This design comes from an exercise in tuning for small area and a short achievable clock period on the open sky130 flow, not from production work.
In this exercise RTL edits were held to simulation tests only and were not proved equivalent to the original.
Power figures rest on the tool's default switching activity, not on a simulated workload.

## scope_trigger_capture
module scope_trigger_capture #(
   parameter int unsigned DATA_W       = 12,
   parameter int unsigned ADDR_W       = 8,
   parameter int unsigned PRE_TRIG     = 64,
   parameter int unsigned AUTO_TIMEOUT = 4096
) (
   input  logic              clock,
   input  logic              reset_n,
   input  logic              sample_valid,
   input  logic [DATA_W-1:0] sample_data,
   input  logic              arm,
   input  logic [DATA_W-1:0] trig_level,
   input  logic              trig_rising,
   input  logic [ADDR_W-1:0] rd_addr,
   output logic [DATA_W-1:0] rd_data,
   output logic [2:0]        state,
   output logic              busy,
   output logic              capture_done,
   output logic              auto_fired
);
Size: roughly 55 I/O pins.
==> module scope_trigger_capture, before the edit <==
module scope_trigger_capture #(
   parameter int unsigned DATA_W       = 12,
   parameter int unsigned ADDR_W       = 8,
   parameter int unsigned PRE_TRIG     = 64,
   parameter int unsigned AUTO_TIMEOUT = 4096
) (
   input  logic              clock,
   input  logic              reset_n,
   input  logic              sample_valid,
   input  logic [DATA_W-1:0] sample_data,
   input  logic              arm,
   input  logic [DATA_W-1:0] trig_level,
   input  logic              trig_rising,
   input  logic [ADDR_W-1:0] rd_addr,
   output logic [DATA_W-1:0] rd_data,
   output logic [2:0]        state,
   output logic              busy,
   output logic              capture_done,
   output logic              auto_fired
);
   localparam int unsigned DEPTH = 1 << ADDR_W;
   if (ADDR_W != 8) begin : g_addr_check
      $error("scope_trigger_capture: the read network is built for ADDR_W = 8");
   end
   localparam int unsigned POST  = DEPTH - PRE_TRIG;    
   if (PRE_TRIG < 1 || PRE_TRIG > DEPTH - 2 || AUTO_TIMEOUT < 1) begin : g_param_check
      $error("scope_trigger_capture: PRE_TRIG or AUTO_TIMEOUT out of range");
   end
   localparam int unsigned CNT_MAX = (AUTO_TIMEOUT > PRE_TRIG) ? AUTO_TIMEOUT : PRE_TRIG;
   localparam int unsigned CNT_W  = (CNT_MAX > 1) ? $clog2(CNT_MAX) : 1;
   localparam int unsigned PCNT_W = (POST > 2) ? $clog2(POST - 1) : 1;
   localparam logic [CNT_W-1:0]  LD_PRE  = CNT_W'((1 << CNT_W) - PRE_TRIG);
   localparam logic [CNT_W-1:0]  LD_WAIT = CNT_W'((1 << CNT_W) - AUTO_TIMEOUT);
   localparam logic [PCNT_W-1:0] LD_POST = PCNT_W'((1 << PCNT_W) - (POST - 1));
   localparam logic [2:0] S_IDLE    = 3'd0;
   localparam logic [2:0] S_PREFILL = 3'd1;
   localparam logic [2:0] S_WAIT    = 3'd2;
   localparam logic [2:0] S_POST    = 3'd3;
   localparam logic [2:0] S_DONE    = 3'd4;
   logic [2:0]        r_state;
   logic              r_busy;
   logic              r_done;
   logic              r_auto;
   logic [CNT_W-1:0]  r_cnt;
   logic [PCNT_W-1:0] r_pcnt;
   logic [DATA_W-1:0] win [DEPTH];
   logic              w_shift;
   logic              w_acc;
   logic              w_last;
   logic              w_plast;
   logic              w_edge;
   logic              w_fire;
   logic [DATA_W-1:0] w_prev;
   assign w_shift = sample_valid && !r_done;
   assign w_acc   = sample_valid && !arm && r_busy;
   assign w_last  = &r_cnt;
   assign w_plast = &r_pcnt;
   assign w_prev  = win[DEPTH-1];
   assign w_edge = trig_rising ? ((w_prev < trig_level) && (sample_data >= trig_level))
                               : ((w_prev > trig_level) && (sample_data <= trig_level));
   assign w_fire = w_edge || w_last;
   always_ff @(posedge clock or negedge reset_n) begin
      if (!reset_n) begin
         r_state <= S_IDLE;
         r_busy  <= 1'b0;
         r_done  <= 1'b0;
         r_auto  <= 1'b0;
      end else if (arm) begin
         r_state <= S_PREFILL;
         r_busy  <= 1'b1;
         r_done  <= 1'b0;
         r_auto  <= 1'b0;
      end else if (w_acc) begin
         case (r_state)
            S_PREFILL: if (w_last) r_state <= S_WAIT;
            S_WAIT: if (w_fire) begin
               r_state <= S_POST;
               r_auto  <= !w_edge;
            end
            S_POST: if (w_plast) begin
               r_state <= S_DONE;
               r_busy  <= 1'b0;
               r_done  <= 1'b1;
            end
            default: ;
         endcase
      end
   end
   always_ff @(posedge clock) begin
      if (arm) begin
         r_cnt <= LD_PRE;
      end else if (w_acc) begin
         if (r_state == S_PREFILL && w_last) r_cnt <= LD_WAIT;
         else                                r_cnt <= r_cnt + 1'b1;
      end
   end
   always_ff @(posedge clock) begin
      if (w_acc) begin
         if (r_state == S_WAIT) r_pcnt <= LD_POST;
         else                   r_pcnt <= r_pcnt + 1'b1;
      end
   end
   for (genvar k = 0; k < DEPTH; k++) begin : g_win
      always_ff @(posedge clock) begin
         if (w_shift) win[k] <= (k == DEPTH - 1) ? sample_data : win[(k + 1) % DEPTH];
      end
   end
   logic [15:0]       w_hi_sel;
   logic [DATA_W-1:0] w_rd;
   always_comb begin
      for (int h = 0; h < 16; h++) w_hi_sel[h] = (rd_addr[7:4] == 4'(h));
   end
   for (genvar b = 0; b < DATA_W; b++) begin : g_rd
      logic [15:0] w_lo_sel;
      stc_dec4 u_dec (.a(rd_addr[3:0]), .y(w_lo_sel));
      logic [1:0]  p2 [16];    
      logic [15:0] n3;         
      logic [3:0]  p4;         
      logic [1:0]  n5;         
      for (genvar h = 0; h < 16; h++) begin : g_grp
         for (genvar o = 0; o < 2; o++) begin : g_oct
            logic [7:0] d;
            for (genvar l = 0; l < 8; l++) begin : g_d
               assign d[l] = win[16*h + 8*o + l][b];
            end
            stc_oct u_oct (.sel(w_lo_sel[8*o +: 8]), .d(d), .y(p2[h][o]));
         end
         stc_oai21 u_oai (.a1(p2[h][0]), .a2(p2[h][1]), .b(w_hi_sel[h]), .y(n3[h]));
      end
      for (genvar q = 0; q < 4; q++) begin : g_q
         stc_nand4 u_nd (.a(n3[4*q]), .b(n3[4*q+1]), .c(n3[4*q+2]), .d(n3[4*q+3]), .y(p4[q]));
      end
      stc_nor2  u_nr0 (.a(p4[0]), .b(p4[1]), .y(n5[0]));
      stc_nor2  u_nr1 (.a(p4[2]), .b(p4[3]), .y(n5[1]));
      stc_nand2 u_out (.a(n5[0]), .b(n5[1]), .y(w_rd[b]));
   end
   always_ff @(posedge clock) begin
      rd_data <= w_rd;
   end
   assign state        = r_state;
   assign busy         = r_busy;
   assign capture_done = r_done;
   assign auto_fired   = r_auto;
endmodule
==> module stc_dec4, before the edit <==
module stc_dec4 (input logic [3:0] a, output logic [15:0] y);
   always_comb begin
      for (int i = 0; i < 16; i++) y[i] = (a == 4'(i));
   end
endmodule
clock: 5.0 ns
lec_check: 0
cap_margin: 20
core_margin: 2
core_utilization: 45
cts_cluster_diameter: 60
cts_cluster_size: 30
setup_slack_margin: 2.9
slew_margin: 20
synth_hierarchical: 1
synth_minimum_keep_size: 0
run.sh (not shown) runs the stock make flow with config.mk's settings and CLKGATE_MAP_FILE= SYNTH_SCRIPT=/design/flow/synth_recipe.tcl, a recipe that flattens the netlist after the stock synthesis.
Rerun with:
--- a/flow/design.v
+++ b/flow/design.v
@@ -106,12 +106,12 @@
       end
    end
+   logic [15:0]       w_lo_sel;
    logic [15:0]       w_hi_sel;
    logic [DATA_W-1:0] w_rd;
    always_comb begin
+      for (int l = 0; l < 16; l++) w_lo_sel[l] = (rd_addr[3:0] == 4'(l));
       for (int h = 0; h < 16; h++) w_hi_sel[h] = (rd_addr[7:4] == 4'(h));
    end
    for (genvar b = 0; b < DATA_W; b++) begin : g_rd
-      logic [15:0] w_lo_sel;
-      stc_dec4 u_dec (.a(rd_addr[3:0]), .y(w_lo_sel));
       logic [1:0]  p2 [16];    
       logic [15:0] n3;         
@@ -143,9 +143,4 @@
    assign auto_fired   = r_auto;
 endmodule
-module stc_dec4 (input logic [3:0] a, output logic [15:0] y);
-   always_comb begin
-      for (int i = 0; i < 16; i++) y[i] = (a == 4'(i));
-   end
-endmodule
 module stc_oct (input logic [7:0] sel, input logic [7:0] d, output logic y);
    logic [3:0] n1;
Effect: The changed run completed with no timing, DRC or antenna violations; total power decreases by a few percent; register-to-register slack gains 0.07 ns; wire length increases by a few percent; global-route usage increases by 1.3 points; design area increases slightly; worst setup slack gains 0.0088 ns; clock-buffer cell count decreases by 1; maximum frequency increases slightly; non-clock buffer count increases by 177; sequential share of layout area decreases by 0.78 points; die area decreases by a few percent; worst hold slack gains 0.0077 ns; combinational power decreases by a few percent.

== branch violet ==
The RTL this note starts from:
==> flow/design.v <==
module scope_trigger_capture #(
   parameter int unsigned DATA_W       = 12,
   parameter int unsigned ADDR_W       = 8,
   parameter int unsigned PRE_TRIG     = 64,
   parameter int unsigned AUTO_TIMEOUT = 4096
) (
   input  logic              clock,
   input  logic              reset_n,
   input  logic              sample_valid,
   input  logic [DATA_W-1:0] sample_data,
   input  logic              arm,
   input  logic [DATA_W-1:0] trig_level,
   input  logic              trig_rising,
   input  logic [ADDR_W-1:0] rd_addr,
   output logic [DATA_W-1:0] rd_data,
   output logic [2:0]        state,
   output logic              busy,
   output logic              capture_done,
   output logic              auto_fired
);
   localparam int unsigned DEPTH = 1 << ADDR_W;
   if (ADDR_W != 8) begin : g_addr_check
      $error("scope_trigger_capture: the read network is built for ADDR_W = 8");
   end
   localparam int unsigned POST  = DEPTH - PRE_TRIG;    
   if (PRE_TRIG < 1 || PRE_TRIG > DEPTH - 2 || AUTO_TIMEOUT < 1) begin : g_param_check
      $error("scope_trigger_capture: PRE_TRIG or AUTO_TIMEOUT out of range");
   end
   localparam int unsigned CNT_MAX = (AUTO_TIMEOUT > PRE_TRIG) ? AUTO_TIMEOUT : PRE_TRIG;
   localparam int unsigned CNT_W  = (CNT_MAX > 1) ? $clog2(CNT_MAX) : 1;
   localparam int unsigned PCNT_W = (POST > 2) ? $clog2(POST - 1) : 1;
   localparam logic [CNT_W-1:0]  LD_PRE  = CNT_W'((1 << CNT_W) - PRE_TRIG);
   localparam logic [CNT_W-1:0]  LD_WAIT = CNT_W'((1 << CNT_W) - AUTO_TIMEOUT);
   localparam logic [PCNT_W-1:0] LD_POST = PCNT_W'((1 << PCNT_W) - (POST - 1));
   localparam logic [2:0] S_IDLE    = 3'd0;
   localparam logic [2:0] S_PREFILL = 3'd1;
   localparam logic [2:0] S_WAIT    = 3'd2;
   localparam logic [2:0] S_POST    = 3'd3;
   localparam logic [2:0] S_DONE    = 3'd4;
   logic [2:0]        r_state;
   logic              r_busy;
   logic              r_done;
   logic              r_auto;
   logic [CNT_W-1:0]  r_cnt;
   logic [PCNT_W-1:0] r_pcnt;
   logic [DATA_W-1:0] win [DEPTH];
   logic              w_shift;
   logic              w_acc;
   logic              w_last;
   logic              w_plast;
   logic              w_edge;
   logic              w_fire;
   logic [DATA_W-1:0] w_prev;
   assign w_shift = sample_valid && !r_done;
   assign w_acc   = sample_valid && !arm && r_busy;
   assign w_last  = &r_cnt;
   assign w_plast = &r_pcnt;
   assign w_prev  = win[DEPTH-1];
   assign w_edge = trig_rising ? ((w_prev < trig_level) && (sample_data >= trig_level))
                               : ((w_prev > trig_level) && (sample_data <= trig_level));
   assign w_fire = w_edge || w_last;
   always_ff @(posedge clock or negedge reset_n) begin
      if (!reset_n) begin
         r_state <= S_IDLE;
         r_busy  <= 1'b0;
         r_done  <= 1'b0;
         r_auto  <= 1'b0;
      end else if (arm) begin
         r_state <= S_PREFILL;
         r_busy  <= 1'b1;
         r_done  <= 1'b0;
         r_auto  <= 1'b0;
      end else if (w_acc) begin
         case (r_state)
            S_PREFILL: if (w_last) r_state <= S_WAIT;
            S_WAIT: if (w_fire) begin
               r_state <= S_POST;
               r_auto  <= !w_edge;
            end
            S_POST: if (w_plast) begin
               r_state <= S_DONE;
               r_busy  <= 1'b0;
               r_done  <= 1'b1;
            end
            default: ;
         endcase
      end
   end
   always_ff @(posedge clock) begin
      if (arm) begin
         r_cnt <= LD_PRE;
      end else if (w_acc) begin
         if (r_state == S_PREFILL && w_last) r_cnt <= LD_WAIT;
         else                                r_cnt <= r_cnt + 1'b1;
      end
   end
   always_ff @(posedge clock) begin
      if (w_acc) begin
         if (r_state == S_WAIT) r_pcnt <= LD_POST;
         else                   r_pcnt <= r_pcnt + 1'b1;
      end
   end
   for (genvar k = 0; k < DEPTH; k++) begin : g_win
      always_ff @(posedge clock) begin
         if (w_shift) win[k] <= (k == DEPTH - 1) ? sample_data : win[(k + 1) % DEPTH];
      end
   end
   logic [15:0]       w_hi_sel;
   logic [DATA_W-1:0] w_rd;
   always_comb begin
      for (int h = 0; h < 16; h++) w_hi_sel[h] = (rd_addr[7:4] == 4'(h));
   end
   for (genvar b = 0; b < DATA_W; b++) begin : g_rd
      logic [15:0] w_lo_sel;
      stc_dec4 u_dec (.a(rd_addr[3:0]), .y(w_lo_sel));
      logic [1:0]  p2 [16];    
      logic [15:0] n3;         
      logic [3:0]  p4;         
      logic [1:0]  n5;         
      for (genvar h = 0; h < 16; h++) begin : g_grp
         for (genvar o = 0; o < 2; o++) begin : g_oct
            logic [7:0] d;
            for (genvar l = 0; l < 8; l++) begin : g_d
               assign d[l] = win[16*h + 8*o + l][b];
            end
            stc_oct u_oct (.sel(w_lo_sel[8*o +: 8]), .d(d), .y(p2[h][o]));
         end
         stc_oai21 u_oai (.a1(p2[h][0]), .a2(p2[h][1]), .b(w_hi_sel[h]), .y(n3[h]));
      end
      for (genvar q = 0; q < 4; q++) begin : g_q
         stc_nand4 u_nd (.a(n3[4*q]), .b(n3[4*q+1]), .c(n3[4*q+2]), .d(n3[4*q+3]), .y(p4[q]));
      end
      stc_nor2  u_nr0 (.a(p4[0]), .b(p4[1]), .y(n5[0]));
      stc_nor2  u_nr1 (.a(p4[2]), .b(p4[3]), .y(n5[1]));
      stc_nand2 u_out (.a(n5[0]), .b(n5[1]), .y(w_rd[b]));
   end
   always_ff @(posedge clock) begin
      rd_data <= w_rd;
   end
   assign state        = r_state;
   assign busy         = r_busy;
   assign capture_done = r_done;
   assign auto_fired   = r_auto;
endmodule
module stc_dec4 (input logic [3:0] a, output logic [15:0] y);
   always_comb begin
      for (int i = 0; i < 16; i++) y[i] = (a == 4'(i));
   end
endmodule
module stc_oct (input logic [7:0] sel, input logic [7:0] d, output logic y);
   logic [3:0] n1;
   for (genvar i = 0; i < 4; i++) begin : g_pair
      assign n1[i] = !((sel[2*i] && d[2*i]) || (sel[2*i+1] && d[2*i+1]));
   end
   assign y = !(&n1);
endmodule
module stc_aoi22 (input logic a1, input logic a2, input logic b1, input logic b2, output logic y);
   assign y = !((a1 && a2) || (b1 && b2));
endmodule
module stc_oai21 (input logic a1, input logic a2, input logic b, output logic y);
   assign y = !((a1 || a2) && b);
endmodule
module stc_nand4 (input logic a, input logic b, input logic c, input logic d, output logic y);
   assign y = !(a && b && c && d);
endmodule
module stc_nor2 (input logic a, input logic b, output logic y);
   assign y = !(a || b);
endmodule
module stc_nand2 (input logic a, input logic b, output logic y);
   assign y = !(a && b);
endmodule
Settings: LEC_CHECK=0, CAP_MARGIN=20, CORE_MARGIN=2, CORE_UTILIZATION=45, CTS_CLUSTER_DIAMETER=60, CTS_CLUSTER_SIZE=30, SETUP_SLACK_MARGIN=2.6, SLEW_MARGIN=20, SYNTH_HIERARCHICAL=1, SYNTH_MINIMUM_KEEP_SIZE=0; clock period 5.0 ns.
Input changes introduced in branch sierra (baseline for comparison: branch violet):
--- a/flow/design.v
+++ b/flow/design.v
@@ -102,20 +102,20 @@
    end
    for (genvar k = 0; k < DEPTH; k++) begin : g_win
       always_ff @(posedge clock) begin
          if (w_shift) win[k] <= (k == DEPTH - 1) ? sample_data : win[(k + 1) % DEPTH];
       end
    end
+   logic [15:0]       w_lo_sel;
    logic [15:0]       w_hi_sel;
    logic [DATA_W-1:0] w_rd;
    always_comb begin
+      for (int l = 0; l < 16; l++) w_lo_sel[l] = (rd_addr[3:0] == 4'(l));
       for (int h = 0; h < 16; h++) w_hi_sel[h] = (rd_addr[7:4] == 4'(h));
    end
    for (genvar b = 0; b < DATA_W; b++) begin : g_rd
-      logic [15:0] w_lo_sel;
-      stc_dec4 u_dec (.a(rd_addr[3:0]), .y(w_lo_sel));
       logic [1:0]  p2 [16];    
       logic [15:0] n3;         
       logic [3:0]  p4;         
       logic [1:0]  n5;         
       for (genvar h = 0; h < 16; h++) begin : g_grp
          for (genvar o = 0; o < 2; o++) begin : g_oct
@@ -139,17 +139,12 @@
    end
    assign state        = r_state;
    assign busy         = r_busy;
    assign capture_done = r_done;
    assign auto_fired   = r_auto;
 endmodule
-module stc_dec4 (input logic [3:0] a, output logic [15:0] y);
-   always_comb begin
-      for (int i = 0; i < 16; i++) y[i] = (a == 4'(i));
-   end
-endmodule
 module stc_oct (input logic [7:0] sel, input logic [7:0] d, output logic y);
    logic [3:0] n1;
    for (genvar i = 0; i < 4; i++) begin : g_pair
       assign n1[i] = !((sel[2*i] && d[2*i]) || (sel[2*i+1] && d[2*i+1]));
    end
    assign y = !(&n1);
Notes after the runs:
Diff branch violet -> branch sierra: buffers plus inverters on the worst setup path went up 1, number of core rows went down 3, amount of wire on met2 after detailed routing went down about 2.3%, share of post-route cells with drive strength above 1 went down 1.8 points, global-route usage went down 0.60 points. As far as multiplexer share of the synthesized area is concerned, branch violet and branch sierra perform about the same. Post-synthesis to final-layout area growth came out higher on branch sierra than on branch violet. Compared with branch violet, branch sierra shows a lower smallest setup slack after layout. Of the two values seen for launch point of the worst path, rd_addr[3] was produced by branch violet and rd_addr[0] by branch sierra. branch sierra reports its top routing layer in use as met4 while branch violet reports met5. Comparing branch violet and branch sierra, count of TritonRoute iterations in the first routing pass is lower on branch sierra. A critical-path cell with the highest stage delay of and4bb_1 is what branch violet shows, while a22oi_1 belongs to branch sierra.

-- separate check: timing with driven ports --
Ports are ideal in the flow. The routed layouts listed here were re-timed in OpenROAD.
Step 1: set_driving_cell puts a clkbuf_16 on clock and a buf_2 on each other input, an assumption about the parent block.
Step 2 times the ports against the registers' clock, not the clock port: input delays grow and output delays shrink by t, the midpoint of the rising clock arrivals with the driver on.
a / b / c = ideal / step 1 / step 2; a / b = the first two.
run | t (ns) | setup WS [ns] | worst setup path after step 2 | cell pins on the clock port's net
the first run of note 1 | 0.956 | 2.567 / 2.466 / 1.510 | input to register | 1
the second run of note 1 | 0.934 | 2.576 / 2.489 / 1.694 | input to register | 1
branch violet | 0.953 | 2.565 / 2.262 / 1.309 | input to register | 1
branch sierra | 0.929 | 2.453 / 2.495 / 1.567 | input to register | 1
After both steps setup and hold are still met in every run listed. The setup slack of branch violet, which loses most, moves by -0.303 ns with the drivers and by -1.256 ns with both steps.
